Context: an optimization exercise on an open-source flow, tuned for small area. The choices shown serve that exercise and are no tape-out recipe. Function was checked by simulation only, so behaviour that the tests miss may differ from the original. Power figures rest on the tool's default switching activity, not on a simulated workload.

## flow/config.mk

```make
export PLATFORM = sky130hd
export DESIGN_NAME = reg_bank_32x32
export DESIGN_NICKNAME = reg_bank_32x32
export VERILOG_FILES = /design/flow/design.v
export SDC_FILE = /design/flow/constraint.sdc
export NUM_CORES = 4
export LEC_CHECK = 0
export CAP_MARGIN = 20
export CORE_MARGIN = 2
export CORE_UTILIZATION = 50
export SLEW_MARGIN = 20
export SYNTH_HIERARCHICAL = 1
export SYNTH_MINIMUM_KEEP_SIZE = 0
```

## flow/constraint.sdc

```tcl
create_clock -name core_clock -period 6.0 [get_ports {clk}]
set_input_delay 1.2000 -clock core_clock [delete_from_list [all_inputs] [get_ports {clk}]]
set_output_delay 1.2000 -clock core_clock [all_outputs]
set_load 0.01 [all_outputs]
```

## flow/design.v

```verilog
package regfile_pkg;
  localparam int unsigned DATA_W     = 32;
  localparam int unsigned ADDR_W     = 5;
  localparam int unsigned NUM_REGS   = 2 ** ADDR_W;
  localparam int unsigned WR_COUNT_W = 16;
  typedef logic [ADDR_W-1:0] reg_addr_t;
  typedef logic [DATA_W-1:0] reg_data_t;
  function automatic logic [WR_COUNT_W-1:0] sat_inc(input logic [WR_COUNT_W-1:0] val);
    logic [WR_COUNT_W-1:0] res;
    res = (&val) ? val : val + 1'b1;
    sat_inc = res;
  endfunction
endpackage
import regfile_pkg::*;
module reg_read_port (
  input  logic [NUM_REGS-1:1]        i_sel,
  input  logic [NUM_REGS*DATA_W-1:0] i_regs,
  output regfile_pkg::reg_data_t     o_rd_data
);
  for (genvar b = 0; b < DATA_W; b++) begin : g_bit
    logic [NUM_REGS-1:1] w_col;
    for (genvar i = 1; i < NUM_REGS; i++) begin : g_col
      assign w_col[i] = i_regs[i*DATA_W + b];
    end
    reg_read_bit u_bit (
      .i_sel (i_sel),
      .i_d   (w_col),
      .o_q   (o_rd_data[b])
    );
  end
endmodule
module reg_read_bit (
  input  logic [31:1] i_sel,
  input  logic [31:1] i_d,
  output logic        o_q
);
  logic [9:0] w_grp_n;    
  logic       w_p31_n;
  logic [2:0] w_part;     
  for (genvar k = 0; k < 10; k++) begin : g_grp
    reg_aoi222 u_aoi (
      .a0 (i_sel[3*k+1]), .b0 (i_d[3*k+1]),
      .a1 (i_sel[3*k+2]), .b1 (i_d[3*k+2]),
      .a2 (i_sel[3*k+3]), .b2 (i_d[3*k+3]),
      .y  (w_grp_n[k])
    );
  end
  reg_nand2 u_p31 (.a(i_sel[31]), .b(i_d[31]), .y(w_p31_n));
  reg_nand4 u_n0  (.a(w_grp_n[0]), .b(w_grp_n[1]), .c(w_grp_n[2]), .d(w_grp_n[3]), .y(w_part[0]));
  reg_nand4 u_n1  (.a(w_grp_n[4]), .b(w_grp_n[5]), .c(w_grp_n[6]), .d(w_grp_n[7]), .y(w_part[1]));
  reg_nand3 u_n2  (.a(w_grp_n[8]), .b(w_grp_n[9]), .c(w_p31_n), .y(w_part[2]));
  reg_or3   u_or  (.a(w_part[0]), .b(w_part[1]), .c(w_part[2]), .y(o_q));
endmodule
module reg_aoi222 (
  input  logic a0, b0, a1, b1, a2, b2,
  output logic y
);
  assign y = ~((a0 & b0) | (a1 & b1) | (a2 & b2));
endmodule
module reg_nand2 (
  input  logic a, b,
  output logic y
);
  assign y = ~(a & b);
endmodule
module reg_nand3 (
  input  logic a, b, c,
  output logic y
);
  assign y = ~(a & b & c);
endmodule
module reg_nand4 (
  input  logic a, b, c, d,
  output logic y
);
  assign y = ~(a & b & c & d);
endmodule
module reg_or3 (
  input  logic a, b, c,
  output logic y
);
  assign y = a | b | c;
endmodule
import regfile_pkg::*;
module reg_bank_32x32 (
  input  logic                          clk,
  input  logic                          rst,
  input  logic                          wr_en,
  input  regfile_pkg::reg_addr_t        wr_addr,
  input  regfile_pkg::reg_data_t        wr_data,
  input  regfile_pkg::reg_addr_t        rs_addr,
  input  regfile_pkg::reg_addr_t        rt_addr,
  input  regfile_pkg::reg_addr_t        dbg_addr,
  output regfile_pkg::reg_data_t        rs_data,
  output regfile_pkg::reg_data_t        rt_data,
  output regfile_pkg::reg_data_t        dbg_data,
  output logic [WR_COUNT_W-1:0]         wr_count
);
  logic [NUM_REGS*DATA_W-1:0] r_regs;
  logic [NUM_REGS-1:1]        r_valid;
  logic [WR_COUNT_W-1:0]      r_wr_count;
  logic                       w_wr_commit;
  logic [NUM_REGS-1:1]        w_wr_sel;
  logic [NUM_REGS-1:1]        w_rs_sel;
  logic [NUM_REGS-1:1]        w_rt_sel;
  logic [NUM_REGS-1:1]        w_dbg_sel;
  assign w_wr_commit = wr_en && (wr_addr != '0);
  always_comb begin
    for (int unsigned i = 1; i < NUM_REGS; i++) begin
      w_wr_sel[i]  = wr_en && (wr_addr == ADDR_W'(i));
      w_rs_sel[i]  = r_valid[i] && (rs_addr == ADDR_W'(i));
      w_rt_sel[i]  = r_valid[i] && (rt_addr == ADDR_W'(i));
      w_dbg_sel[i] = r_valid[i] && (dbg_addr == ADDR_W'(i));
    end
  end
  assign r_regs[DATA_W-1:0] = '0;
  for (genvar g = 1; g < NUM_REGS; g++) begin : g_reg
    always_ff @(posedge clk) begin
      if (w_wr_sel[g]) begin
        r_regs[g*DATA_W +: DATA_W] <= wr_data;
      end
    end
    always_ff @(posedge clk or posedge rst) begin
      if (rst) begin
        r_valid[g] <= 1'b0;
      end else if (w_wr_sel[g]) begin
        r_valid[g] <= 1'b1;
      end
    end
  end
  always_ff @(posedge clk or posedge rst) begin
    if (rst) begin
      r_wr_count <= '0;
    end else if (w_wr_commit) begin
      r_wr_count <= regfile_pkg::sat_inc(r_wr_count);
    end
  end
  assign wr_count = r_wr_count;
  reg_read_port u_rs_port (
    .i_sel     (w_rs_sel),
    .i_regs    (r_regs),
    .o_rd_data (rs_data)
  );
  reg_read_port u_rt_port (
    .i_sel     (w_rt_sel),
    .i_regs    (r_regs),
    .o_rd_data (rt_data)
  );
  reg_read_port u_dbg_port (
    .i_sel     (w_dbg_sel),
    .i_regs    (r_regs),
    .o_rd_data (dbg_data)
  );
endmodule
```

## flow/flow/run.sh

```bash
#!/bin/bash
# The standard layout, with two changes:
#  - port buffers are buf_2 instead of the default (a slow delay cell);
#  - clock tree built from clkbuf_8 leaf clusters, without dummy loads.
set -euo pipefail
bash standard.sh finish \
  "BUFFER_PORTS_ARGS=-buffer_cell sky130_fd_sc_hd__buf_2" \
  "CTS_ARGS=-sink_clustering_enable -repair_clock_nets -dont_use_dummy_load -buf_list sky130_fd_sc_hd__clkbuf_8 -sink_clustering_size 20 -sink_clustering_max_diameter 50" \
  > standard_flow.log 2>&1
```

## flow/standard.sh

```bash
#!/bin/bash
# synth_recipe.tcl (not shown) runs the flow's synth.tcl, then flattens the netlist and writes it again
# the make line also repeats each setting of config.mk as NAME=value (left out here)
make -C /OpenROAD-flow-scripts/flow DESIGN_CONFIG=/design/flow/config.mk WORK_HOME=/design/flow/orfs CLKGATE_MAP_FILE= SYNTH_SCRIPT=/design/flow/synth_recipe.tcl "${@:-finish}"
```

==> results.rst, run 1 <==
.. list-table::
   :header-rows: 1

   * - Metric
     - Value
   * - Outcome
     - finished clean
   * - Post-placement worst setup slack
     - around 0.82 ns
   * - Total design power
     - 13.8 mW
   * - Global placer's final weighted congestion
     - between 1 and 1.5
   * - Total length of routed wires
     - 213000 µm
   * - Final setup vio count
     - 0
   * - Aggregate global-route resource usage
     - between 40% and 50%
   * - Clock insertion delay at the later pin of the skew report
     - 0.80 ns
   * - Post-Route Hold Slack
     - approximately 0.5 ns
   * - Utilization of the core after routing
     - 57.0%
   * - Worst voltage drop across the vdd grid
     - around 0.00025 V
   * - Worst max-slew margin expressed relative to the limit
     - ~14%
   * - DRC violations left
     - 0
   * - Slew at the pin closest to its max-slew limit
     - 1.29 ns
   * - Setup repair after global routing missed its margin
     - false
   * - Count of placed standard cells including taps
     - 4215
   * - Chip height
     - between 300 and 400 µm
   * - Layout overhead on the synthesized area
     - 12.4%
   * - Initial DRC count
     - between 10000 and 15000
   * - Reg2reg start
     - r_wr_count[1]$_DFFE_PP0P_
   * - Worst Setup Path Type
     - in2out
   * - Number of vias after detailed routing
     - 40400
   * - Mean area per synthesized cell
     - 16.3 µm²
   * - Clock slew seen by the registers of the worst setup and hold paths
     - 0.08 ns
   * - Post-synthesis instance area
     - about 0.045 mm²
   * - Post-CTS setup-driven buffer insertion count
     - 0
   * - Switching power
     - 3.59 mW
   * - Critical path arrival
     - 4.19 ns
   * - Overflow left after global routing
     - 0
   * - Internal power component
     - 10.2 mW
   * - Clock share of power
     - 29.4%
   * - Critical path startpoint category
     - input port
   * - Total CTS buffers
     - 113
   * - Clock period minus final worst setup slack
     - 5.39 ns
   * - Via count of the first global-routing pass
     - 37500
   * - Root buffer selected by CTS
     - clkbuf_8
   * - Post-Synthesis Cells
     - 2755
   * - Clock tree buffer depth
     - 3
   * - TritonCTS sink count
     - 1039
   * - Net count reported at finish
     - 3224
   * - Core box area
     - 0.0886 mm²
   * - Max-slew violation total from the final report
     - 0
   * - Proportion of power drawn by combinational gates
     - 10.5%
   * - Minimum setup slack among reg-to-reg paths
     - slightly above 4 ns
   * - Mean routed wirelength per cell
     - 49.2 µm
   * - Port-buffer cells
     - 166
   * - Antenna violation net count after detailed routing
     - 0
   * - Largest net degree at the start of global routing
     - 48
   * - Setup_tns
     - 0 ns
   * - Antenna violations before repair
     - 18
   * - Highest net fanout along the worst path
     - 20
   * - Maximum capacitance violations
     - 0
   * - Die Outline Area
     - 0.0923 mm²
   * - Setup clock skew after layout
     - a little over 0.05 ns
   * - Area post-placement
     - 0.0489 mm²
   * - Power density over the cells
     - 273 mW/mm²
   * - FF-to-FF path depth
     - 5
   * - Capturing element type of the critical path
     - output pin
   * - First-pass GRT wire length
     - 289000 µm
   * - Leakage power
     - approximately 16 nW
   * - Final Cycle Share
     - 89.9%
   * - R2R Path End
     - r_wr_count[1]$_DFFE_PP0P_
   * - Share of layout cells above drive strength 1
     - 16.8%
   * - CTS tree
     - built
   * - Count of endpoints failing hold in the final timing report
     - 0
   * - Max H-tree Level
     - 3
   * - Ports
     - 167
   * - Max Clock Freq
     - between 150 and 200 MHz
   * - Detailed-route vias per instance
     - between 9 and 10
   * - Portion of total power attributed to sequential cells
     - 60.1%
   * - YS warnings
     - 7
   * - Detailed placer's ending HPWL
     - between 100000 and 150000 µm
   * - Initial Utilization
     - 50.7%
   * - Net switching share of the total power
     - 26.1%
   * - HP Class
     - in2async
   * - Post-synthesis net count
     - 2811
   * - Data required time at the worst endpoint
     - 4.80 ns
   * - Pre-antenna DRT Iters
     - 22
   * - # hold bufs at CTS
     - 0
   * - Count of filler cells inserted in the layout
     - ~7000
   * - Final Instance Count excl. Fillers
     - 4343
   * - Least setup slack across all paths after layout
     - 0.609 ns
   * - Site Rows
     - 109
   * - Number of gates resized after cts
     - 0
   * - Finished Cell Area
     - between 0.05 and 0.06 mm²
   * - Horizontal extent of the die
     - 304 µm
==> sequential cells by signal, indices dropped and copies added (netlist names) <==
| register | count |
|---|---|
| r_regs | 992 |
| r_valid | 31 |
| r_wr_count | 16 |
==> area by class of cell <==
type	instances	area, µm²	area share, %
repair buffers	299	2240	4.44
multi-input cells	1714	14200	28.2
flip-flops and latches	1039	31000	61.3
diodes	12	30.0	0.0595
inverters	1	6.26	0.0124
clock buffers	113	1560	3.08
well taps	1165	1460	2.89
==> cell usage in the layout, fill, tap and decap left out, types with 6 or more instances in the layout <==
cell type / n
edfxtp_1: 992
nand2_1: 107
xor2_1: 14
nor4_1: 7
dfrtp_1: 47
or2_2: 31
and2_1: 6
buf_2: 166
nor3b_1: 7
and3_2: 47
a222oi_1: 960
nor2_4: 31
diode_2: 12
nor2b_1: 12
nand3_1: 104
clkbuf_8: 113
or3_1: 96
nand4_1: 197
nor3_1: 10
nor2_1: 10
buf_12: 32
and3_1: 48
buf_4: 99
==> layer usage <==
metal	vias up	wire, µm	global-route usage (%)
met5	-	55	0.517
met4	4	19100	29.6
met3	1053	40100	15.0
met2	5139	87400	63.1
met1	19500	66900	57.3
li1	14700	-	-
==> critical path, stage by stage <==
cell and delay (ns):
buf_2 0.12, and2_0 0.37, and3_1 0.64, buf_12 0.35, a222oi_1 0.36, nand4_1 0.32, or3_1 0.59, buf_2 0.21
==> power groups by stage <==
stage	logic, mW	clock network [mW]	registers (mW)
2_1_floorplan	0.554	0	8.40
3_3_place_gp	1.33	0	8.42
3_5_place_dp	1.35	0	8.43
4_1_cts	1.36	4.04	8.27
5_1_grt	1.45	4.31	8.30
6_report	1.45	4.05	8.29
==> worst max-delay path by stage <==
| stage | startpoint | slack [ns] | end |
|---|---|---|---|
| 2_1_floorplan | dbg_addr[4] | 1.94 | dbg_data[0] |
| 3_3_place_gp | rs_addr[0] | 0.84 | rs_data[9] |
| 3_5_place_dp | rs_addr[0] | 0.82 | rs_data[2] |
| 4_1_cts | rs_addr[0] | 0.82 | rs_data[2] |
| 5_1_grt | rs_addr[0] | 0.63 | rs_data[2] |
| 6_report | rs_addr[0] | 0.61 | rs_data[24] |
==> run 2, diff against run 1 <==
==> flow/flow/run.sh (replaced) <==
#!/bin/bash
# The standard layout, with two changes:
#  - port buffers are buf_1 instead of the default (a slow delay cell);
#  - clock tree built from clkbuf_8 leaf clusters, without dummy loads.
set -euo pipefail
bash standard.sh finish \
  "BUFFER_PORTS_ARGS=-buffer_cell sky130_fd_sc_hd__buf_1" \
  "CTS_ARGS=-sink_clustering_enable -repair_clock_nets -dont_use_dummy_load -buf_list sky130_fd_sc_hd__clkbuf_8 -sink_clustering_size 20 -sink_clustering_max_diameter 50" \
  > standard_flow.log 2>&1
==> results.rst, run 2 <==
.. list-table::
   :header-rows: 1

   * - Metric
     - Value
   * - Switching power
     - 3.55 mW
   * - Worst max-slew margin expressed relative to the limit
     - between 10% and 20%
   * - Critical path arrival
     - approximately 4.3 ns
   * - Port-buffer cells
     - 166
   * - Highest net fanout along the worst path
     - 32
   * - First-pass GRT wire length
     - 276000 µm
   * - Antenna violations before repair
     - 9
   * - Ports
     - 167
   * - Number of vias after detailed routing
     - approximately 40000
   * - Overflow left after global routing
     - 0
   * - Total design power
     - 13.7 mW
   * - Proportion of power drawn by combinational gates
     - 10.2%
   * - Net switching share of the total power
     - 25.8%
   * - Post-Route Hold Slack
     - 0.506 ns
   * - Worst voltage drop across the vdd grid
     - 0.000191 V
   * - Clock slew seen by the registers of the worst setup and hold paths
     - roughly 0.080 ns
   * - Clock tree buffer depth
     - 3
   * - Share of layout cells above drive strength 1
     - 12.5%
   * - Count of placed standard cells including taps
     - 4238
   * - Detailed-route vias per instance
     - between 9 and 10
   * - Worst Setup Path Type
     - in2out
   * - # hold bufs at CTS
     - 0
   * - Total length of routed wires
     - 201000 µm
   * - Least setup slack across all paths after layout
     - 0.515 ns
   * - Antenna violation net count after detailed routing
     - 0
   * - Clock share of power
     - about 29%
   * - Max H-tree Level
     - 3
   * - Setup repair after global routing missed its margin
     - false
   * - Total CTS buffers
     - 114
   * - Max-slew violation total from the final report
     - 0
   * - Commonest cells after routing, fill and taps aside
     - edfxtp_1, a222oi_1, nand4_1, buf_1, buf_4
   * - Slew at the pin closest to its max-slew limit
     - between 1 and 1.5 ns
   * - Initial Utilization
     - 50.7%
   * - Post-placement worst setup slack
     - 0.846 ns
   * - Utilization of the core after routing
     - 56.9%
   * - Site Rows
     - about 110
   * - Post-CTS setup-driven buffer insertion count
     - 0
   * - Capturing element type of the critical path
     - output pin
   * - Final setup vio count
     - 0
   * - Root buffer selected by CTS
     - clkbuf_8
   * - Net count reported at finish
     - 3245
   * - TritonCTS sink count
     - 1039
   * - Leakage power
     - 15.8 nW
   * - Count of endpoints failing hold in the final timing report
     - 0
   * - Mean area per synthesized cell
     - 16.3 µm²
   * - Die Outline Area
     - roughly 0.092 mm²
   * - Pre-antenna DRT Iters
     - 17
   * - Number of gates resized after cts
     - 0
   * - Maximum capacitance violations
     - 0
   * - Setup clock skew after layout
     - around 0.020 ns
   * - Power density over the cells
     - 272 mW/mm²
   * - YS warnings
     - 7
   * - CTS tree
     - built
   * - Portion of total power attributed to sequential cells
     - 60.5%
   * - Data required time at the worst endpoint
     - 4.80 ns
   * - Largest net degree at the start of global routing
     - 48
   * - Chip height
     - 304 µm
   * - Max reg flops
     - 992
   * - HP Class
     - reg2reg
   * - Clock period minus final worst setup slack
     - 5.49 ns
   * - Finished Cell Area
     - around 0.050 mm²
   * - Clock insertion delay at the later pin of the skew report
     - 0.77 ns
   * - Global placer's final weighted congestion
     - ~1.1
   * - Horizontal extent of the die
     - 304 µm
   * - Critical path startpoint category
     - input port
   * - Registers with the most flip-flops
     - r_regs x992, r_valid x31, r_wr_count x16
   * - Final Instance Count excl. Fillers
     - 4368
   * - Internal power component
     - 10.2 mW
   * - Post-synthesis net count
     - 2811
   * - Max Clock Freq
     - 182 MHz
   * - Most common cell after layout, fill and taps aside
     - edfxtp_1
   * - Final Cycle Share
     - 91.4%
   * - DRC violations left
     - 0
   * - Setup_tns
     - 0 ns
   * - Largest register by flop count
     - r_regs
   * - Post-synthesis instance area
     - 0.0449 mm²
   * - Mean routed wirelength per cell
     - 46.0 µm
   * - Aggregate global-route resource usage
     - 41.7%
   * - Detailed placer's ending HPWL
     - 118000 µm
   * - Via count of the first global-routing pass
     - approximately 37000
   * - Initial DRC count
     - approximately 14000
   * - Post-Synthesis Cells
     - approximately 2800
   * - Core box area
     - 0.0886 mm²
   * - Area post-placement
     - 0.0488 mm²
   * - Outcome
     - finished clean
   * - Layout overhead on the synthesized area
     - 12.2%
-- run 2: cell types whose count changed in the layout (fill, tap and decap cells not counted), sizes merged --
cell / delta
diode: +4
buf: +19
clkinv: +1
inv: -1
clkbuf: +2
-- run 2: worst paths after layout --
check | start | end | slack [ns] | cells after the start
max in group asynchronous | rst | r_valid[13]$_DFFE_PP0P_ | 4.83 | 2
hold / removal | r_valid[11]$_DFFE_PP0P_ | r_valid[11]$_DFFE_PP0P_ | 0.51 | 1
setup / recovery | rt_addr[3] | rt_data[5] | 0.51 | 8
min in group asynchronous | rst | r_valid[17]$_DFFE_PP0P_ | 0.52 | 2
hold reg to reg | r_valid[11]$_DFFE_PP0P_ | r_valid[11]$_DFFE_PP0P_ | 0.51 | 1
setup reg to reg | r_wr_count[0]$_DFFE_PP0P_ | r_wr_count[1]$_DFFE_PP0P_ | 4.05 | 5
-- run 2: per-layer routing --
metal	share of wire [%]	track usage, %	vias up
met5	0.0045	0	-
li1	-	-	14800
met1	32	56.0	19000
met4	8.0	24.4	2
met2	41	59.4	4974
met3	19	13.8	945
-- run 2: area by class of cell --
type                            instances  area [µm²]
Antenna cell                           16        40.0
Clock buffer                          114        1570
Fill cell                            6917       38200
Inverter                                1        5.00
Multi-Input combinational cell       1714       14200
Sequential cell                      1039       31000
Tap cell                             1165        1460
Timing Repair Buffer                  319        2140
-- run 2: critical path, stage by stage --
cell and delay, ns:
buf_1 0.22, nor3b_1 0.82, and3_1 0.27, buf_4 0.53, a222oi_1 0.24, nand4_1 0.36
or3_1 0.37, buf_1 0.21
-- run 2: power groups by stage --
stage / registers (mW) / clock network (mW) / logic [mW]
global route: 8.31 / 4.30 / 1.39
detailed placement: 8.43 / 0 / 1.30
global placement: 8.42 / 0 / 1.28
floorplan: 8.40 / 0 / 0.554
CTS: 8.28 / 4.03 / 1.30
finish: 8.29 / 4.03 / 1.39

## afterwards: timing with drivers on the ports
In the flow no input, the clock included, has a driving cell. The finished layouts below were timed again as built, in two steps. Step 1: set_driving_cell puts a clkbuf_16 on clk and a buf_2 on each other input, an assumption about the parent block. Step 2 times the ports against the registers' clock, not the clock port: input delays grow and output delays shrink by t, the midpoint of the rising clock arrivals with the driver on. Slacks: ideal ports / drivers / drivers and shift; pairs: ideal ports / drivers.
run	t, ns	slack for setup (ns)	worst hold slack (ns)	slew at the worst register clock pin (ns)	pins driven straight from the clock port
run 1	0.844	0.609 / 0.586 / 0.586	0.500 / 0.456 / 0.511	0.11 / 0.11	1
run 2	0.851	0.515 / 0.481 / 0.481	0.506 / 0.465 / 0.506	0.12 / 0.12	1
After both steps setup and hold are still met in every run listed. The setup slack of run 2, which loses most, moves by -0.034 ns with the drivers and by -0.034 ns with both steps.
